This design comes from an exercise in tuning for small area, a short achievable clock period and few clock cycles on the open sky130 flow, not from production work. Only simulation tests tie the RTL to the original design; equivalence was not proved. Power and IR drop assume default switching activity.

// fm_search_top
module fm_search_top (
    input  logic              clk,
    input  logic              arst_n_i,
    input  logic [36:0]       load_i,        
    input  logic              req_i,
    input  logic [4:0]        read_len_i,    
    output logic              ack_o,
    output logic [26:0]       result_o       
);
make LEC_CHECK=0 CAP_MARGIN=20 CORE_MARGIN=2 CORE_UTILIZATION=35 CTS_BUF_LIST=sky130_fd_sc_hd__clkbuf_8 SETUP_SLACK_MARGIN=3.0 SLEW_MARGIN=20 finish   # period 5.5 ns
run.sh (not shown) runs the stock make flow with config.mk's settings and CLKGATE_MAP_FILE= SYNTH_SCRIPT=/design/flow/synth_recipe.tcl, a recipe that flattens the netlist after the stock synthesis.
Testbench counts at the start, summed over its fixed seeds: cycles 29,897.
Edit:
--- a/flow/config.mk
+++ b/flow/config.mk
@@ -11,2 +11,3 @@
-export CTS_BUF_LIST = sky130_fd_sc_hd__clkbuf_8
-export SETUP_SLACK_MARGIN = 3.0
+export CTS_CLUSTER_DIAMETER = 120
+export CTS_CLUSTER_SIZE = 20
+export SETUP_SLACK_MARGIN = 2.8
Effect: The new run completed with no timing, DRC or antenna violations; register-to-register slack loses 0.07 ns; sequential cell count is unchanged; combinational power shrinks by a few percent; worst hold slack is better by 0.16 ns; final area decreases by a few percent; worst setup slack is worse by 0.071 ns; sequential power hardly moves.

========
The RTL this note starts from:
==> flow/design.v <==
`timescale 1ns/1ps
package fm_index_pkg;
    localparam int OCC_DEPTH  = 64;                   
    localparam int OCC_AW     = $clog2(OCC_DEPTH);    
    localparam int POS_W      = 7;                    
    localparam int READ_DEPTH = 16;                   
    localparam int READ_AW    = $clog2(READ_DEPTH);   
    localparam int RLEN_W     = 5;                    
    typedef logic [1:0] base_t;
    localparam base_t BASE_A = 2'd0;
    localparam base_t BASE_C = 2'd1;
    localparam base_t BASE_G = 2'd2;
    localparam base_t BASE_T = 2'd3;
    typedef logic [POS_W-1:0] pos_t;
    typedef struct packed {
        pos_t cnt_t;
        pos_t cnt_g;
        pos_t cnt_c;
        pos_t cnt_a;
    } occ_entry_t;
    typedef enum logic [1:0] {
        TGT_OCC  = 2'd0,    
        TGT_C    = 2'd1,    
        TGT_READ = 2'd2     
    } load_tgt_t;
    typedef struct packed {
        logic                           valid;
        load_tgt_t                      tgt;
        logic [OCC_AW-1:0]              addr;
        logic [4*POS_W-1:0] data;    
    } load_t;
    typedef struct packed {
        base_t base;     
        logic  first;    
        logic  last;     
    } search_cmd_t;
    typedef struct packed {
        pos_t k;
        pos_t l;
    } interval_t;
    typedef struct packed {
        pos_t k;
        pos_t l;
        pos_t count;    
        logic              found;
        logic [RLEN_W-1:0] steps;    
    } result_t;
endpackage
`timescale 1ns/1ps
module fm_search_top (
    input  logic              clk,
    input  logic              arst_n_i,
    input  logic [36:0]       load_i,        
    input  logic              req_i,
    input  logic [4:0]        read_len_i,    
    output logic              ack_o,
    output logic [26:0]       result_o       
);
    localparam int PW = fm_index_pkg::POS_W;
    fm_index_pkg::load_t load;
    assign load = fm_index_pkg::load_t'(load_i);
    logic run_q;     
    logic ack_q;     
    logic ph_q;      
    logic start;
    logic busy;
    assign busy  = run_q | ack_q;
    assign start = req_i & ~busy;
    logic load_ok;
    assign load_ok = load.valid & ~busy;
    logic [4*PW-1:0] occ_q [64];
    logic [PW-1:0]   c_tab [4];
    logic [1:0]      rb_q  [16];
    for (genvar r = 0; r < 64; r++) begin : g_occ
        always_ff @(posedge clk) begin
            if (load_ok && load.tgt == fm_index_pkg::TGT_OCC && load.addr == 6'(r))
                occ_q[r] <= load.data;
        end
    end
    for (genvar c = 0; c < 4; c++) begin : g_c
        always_ff @(posedge clk) begin
            if (load_ok && load.tgt == fm_index_pkg::TGT_C && load.addr[1:0] == 2'(c))
                c_tab[c] <= load.data[PW-1:0];
        end
    end
    for (genvar i = 0; i < 16; i++) begin : g_rb
        always_ff @(posedge clk) begin
            if (load_ok && load.tgt == fm_index_pkg::TGT_READ && load.addr[3:0] == 4'(i))
                rb_q[i] <= load.data[1:0];
        end
    end
    logic [1:0] rb_m1 [16];
    for (genvar x = 0; x < 16; x++) begin : g_rbv
        assign rb_m1[x] = rb_q[(x + 15) % 16];
    end
    function automatic logic [11:0] predecode(input logic [5:0] x, input logic zero);
        logic [11:0] pd;
        for (int g = 0; g < 3; g++) begin
            for (int v = 0; v < 4; v++) begin
                pd[4*g + v] = (x[2*g +: 2] == 2'(v)) & ~(g == 0 && zero);
            end
        end
        predecode = pd;
    endfunction
    function automatic logic [63:0] rowsel_pd(input logic [11:0] pd);
        logic [63:0] rs;
        for (int r = 0; r < 64; r++) begin
            rs[r] = pd[(r + 1) % 4] & pd[4 + ((r + 1) / 4) % 4] & pd[8 + ((r + 1) % 64) / 16];
        end
        rowsel_pd = rs;
    endfunction
    function automatic logic [63:0] rowsel(input logic [5:0] x, input logic zero);
        logic [63:0] rs;
        for (int r = 0; r < 64; r++) begin
            rs[r] = (x == 6'((r + 1) % 64)) & ~zero;
        end
        rowsel = rs;
    endfunction
    logic [1:0]      c_q;        
    logic [3:0]      i_q;        
    logic [63:0]     rs_q;       
    logic [4*PW-1:0] row_q;      
    logic [PW-1:0]   ok_q;       
    logic            ck_q;       
    logic [PW-1:0]   k_q, l_q, count_q;
    logic            found_q;
    logic [4:0]      steps_q;
    logic [4*PW-1:0] m_row;
    always_comb begin
        m_row = '0;
        for (int r = 0; r < 64; r++) begin
            if (rs_q[r]) m_row = m_row | occ_q[r];
        end
    end
    logic [PW:0]   s_j  [4];    
    logic          e_j  [4];    
    logic [PW-1:0] n_j  [4];    
    for (genvar j = 0; j < 4; j++) begin : g_a
        logic [PW-1:0] cnt;
        assign cnt    = row_q[j*PW +: PW];
        assign s_j[j] = {1'b0, c_tab[j]} + {1'b0, cnt};
        assign e_j[j] = (ck_q == s_j[j][PW]) ? (ok_q >= cnt) : s_j[j][PW];
        assign n_j[j] = e_j[j] ? '0 : PW'(cnt - ok_q);
    end
    logic [PW:0]   sum;
    logic          empty;
    logic          done;
    assign sum   = s_j[c_q];
    assign empty = e_j[c_q];
    assign done  = empty | (i_q == '0);
    logic [11:0]   pd_c [4];
    for (genvar j = 0; j < 4; j++) begin : g_pdc
        assign pd_c[j] = predecode(c_tab[j][5:0], c_tab[j] == '0);
    end
    logic [1:0]    c1;    
    logic [PW-1:0] k1;
    assign c1 = rb_m1[read_len_i[3:0]];
    assign k1 = c_tab[c1];
    always_ff @(posedge clk) begin
        row_q <= m_row;
        if (start)      rs_q <= rowsel_pd(pd_c[c1]);
        else if (run_q) rs_q <= rowsel(sum[5:0], ph_q && sum[PW-1:0] == '0);
        else            rs_q <= rowsel(6'd0, 1'b0);
    end
    always_ff @(posedge clk) begin
        if (start) begin
            c_q     <= c1;
            i_q     <= read_len_i[3:0] - 4'd1;
            k_q     <= k1;
            ok_q    <= '0;
            ck_q    <= 1'b0;
            steps_q <= '0;
        end else if (run_q) begin
            if (ph_q) begin
                k_q  <= sum[PW-1:0];
                ok_q <= row_q[c_q*PW +: PW];
                ck_q <= sum[PW];
            end else begin
                l_q     <= sum[PW-1:0];
                found_q <= ~empty;
                count_q <= n_j[c_q];
                steps_q <= steps_q + 1'b1;
                c_q     <= rb_m1[i_q];
                i_q     <= i_q - 1'b1;
            end
        end
    end
    always_ff @(posedge clk or negedge arst_n_i) begin
        if (!arst_n_i) begin
            run_q <= 1'b0;
            ack_q <= 1'b0;
            ph_q  <= 1'b0;
        end else begin
            if (start) begin
                run_q <= 1'b1;
                ph_q  <= 1'b0;
            end else if (run_q) begin
                ph_q <= ~ph_q;
                if (!ph_q && done) begin
                    run_q <= 1'b0;
                    ack_q <= 1'b1;
                end
            end else if (ack_q && !req_i) begin
                ack_q <= 1'b0;
            end
        end
    end
    fm_index_pkg::result_t result;
    assign result.k     = k_q;
    assign result.l     = l_q;
    assign result.found = found_q;
    assign result.count = count_q;
    assign result.steps = steps_q;
    assign result_o = result;
    assign ack_o    = ack_q;
endmodule
make LEC_CHECK=0 CAP_MARGIN=20 CORE_MARGIN=2 CORE_UTILIZATION=50 CTS_CLUSTER_DIAMETER=100 CTS_CLUSTER_SIZE=20 SETUP_SLACK_MARGIN=2.8 SLEW_MARGIN=20 finish   # period 5.5 ns
Testbench counts at the start, summed over its fixed seeds: cycles 29,897.
==> next run, changes <==
- CORE_UTILIZATION: 50 -> 35
- CTS_BUF_LIST: default -> sky130_fd_sc_hd__clkbuf_8
- CTS_CLUSTER_DIAMETER: 100 -> default
- CTS_CLUSTER_SIZE: 20 -> default
- SETUP_SLACK_MARGIN: 2.8 -> 3.0
- TNS_END_PERCENT: default -> 5
What happened: Total power rose by 9.7%. Setup slack loses 0.059 ns. First-iteration DRC count falls by 2.5%.
==> next run, changes <==
- SETUP_SLACK_MARGIN: 3.0 -> 2.7
- TNS_END_PERCENT: 5 -> default
The changed run ran to the end with no violations.
Wire length shrinks slightly.
Core utilization shrinks by 0.64 points.
Final area shrinks slightly.
Worst hold slack loses 0.019 ns.
Final cell count shrinks slightly.
==> next run, changes <==
- CTS_BUF_LIST: sky130_fd_sc_hd__clkbuf_8 -> default
- CTS_CLUSTER_DIAMETER: default -> 150
- CTS_CLUSTER_SIZE: default -> 30
- SETUP_SLACK_MARGIN: 2.7 -> 2.8
Effect: The new run completed without violations. First-iteration DRC count climbs by about 7%. Sequential power hardly moves. Wire length hardly moves. Count of clock-buffer cells in the layout drops by 238. Area after synthesis does not change. Non-clock buffer count climbs by 92. Combinational power climbs by about 7%.
==> next run, changes <==
- CTS_CLUSTER_DIAMETER: 150 -> default
- CTS_CLUSTER_SIZE: 30 -> default
What happened: Sequential share of layout area went down by 1.8 points; design area went up by 2.8%; cell count went up by about 2.3%; core utilization went up by 1.1 points.
==> next run, changes <==
- CORE_UTILIZATION: 35 -> 50
- CTS_BUF_LIST: default -> sky130_fd_sc_hd__clkbuf_8
- combinational power hardly moves
- clock skew stays flat
- worst setup slack improved by 0.031 ns
- routed wire length rose slightly
- area after synthesis is unchanged
- global-route usage rose by 12 points
- power fell by a few percent
- critical path depth fell by 5
- cell count fell by a little under a tenth
- via count rose slightly

==> port drivers added, routing unchanged <==
Ports are ideal in the flow. The routed layouts listed here were re-timed in OpenROAD.
Step 1 (the two cells are an assumption about what drives the block):
set clk [get_ports {clk}]
set_driving_cell -lib_cell sky130_fd_sc_hd__clkbuf_16 $clk
set_driving_cell -lib_cell sky130_fd_sc_hd__buf_2 [delete_from_list [all_inputs] $clk]
Step 2 times the ports against the registers' clock, not the clock port: input delays grow and output delays shrink by t, the midpoint of the rising clock arrivals with the driver on.
Slacks: ideal / step 1 / step 2; pairs: ideal / step 1.
run	t, ns	setup WS [ns]	worst slew at a driven data input, ns	pins driven straight from the clock port
the first run of note 1	1.135	2.742 / 2.742 / 1.768	0.16	1
the second run of note 1	0.854	2.672 / 2.672 / 1.857	0.18	1
the first run of note 2	0.845	2.679 / 2.694 / 1.849	0.22	1
the second run of note 2	1.129	2.620 / 2.620 / 1.563	0.19	1
the third run of note 2	1.106	2.611 / 2.611 / 1.565	0.20	1
the fourth run of note 2	0.832	2.567 / 2.587 / 1.755	0.17	1
the fifth run of note 2	0.925	2.666 / 2.666 / 1.850	0.18	1
the sixth run of note 2	1.076	2.697 / 2.697 / 1.718	0.19	1
After both steps setup and hold are still met in every run listed. For the second run of note 2, which loses most, drivers alone change the setup slack by 0.000 ns; drivers and shift together by -1.057 ns.
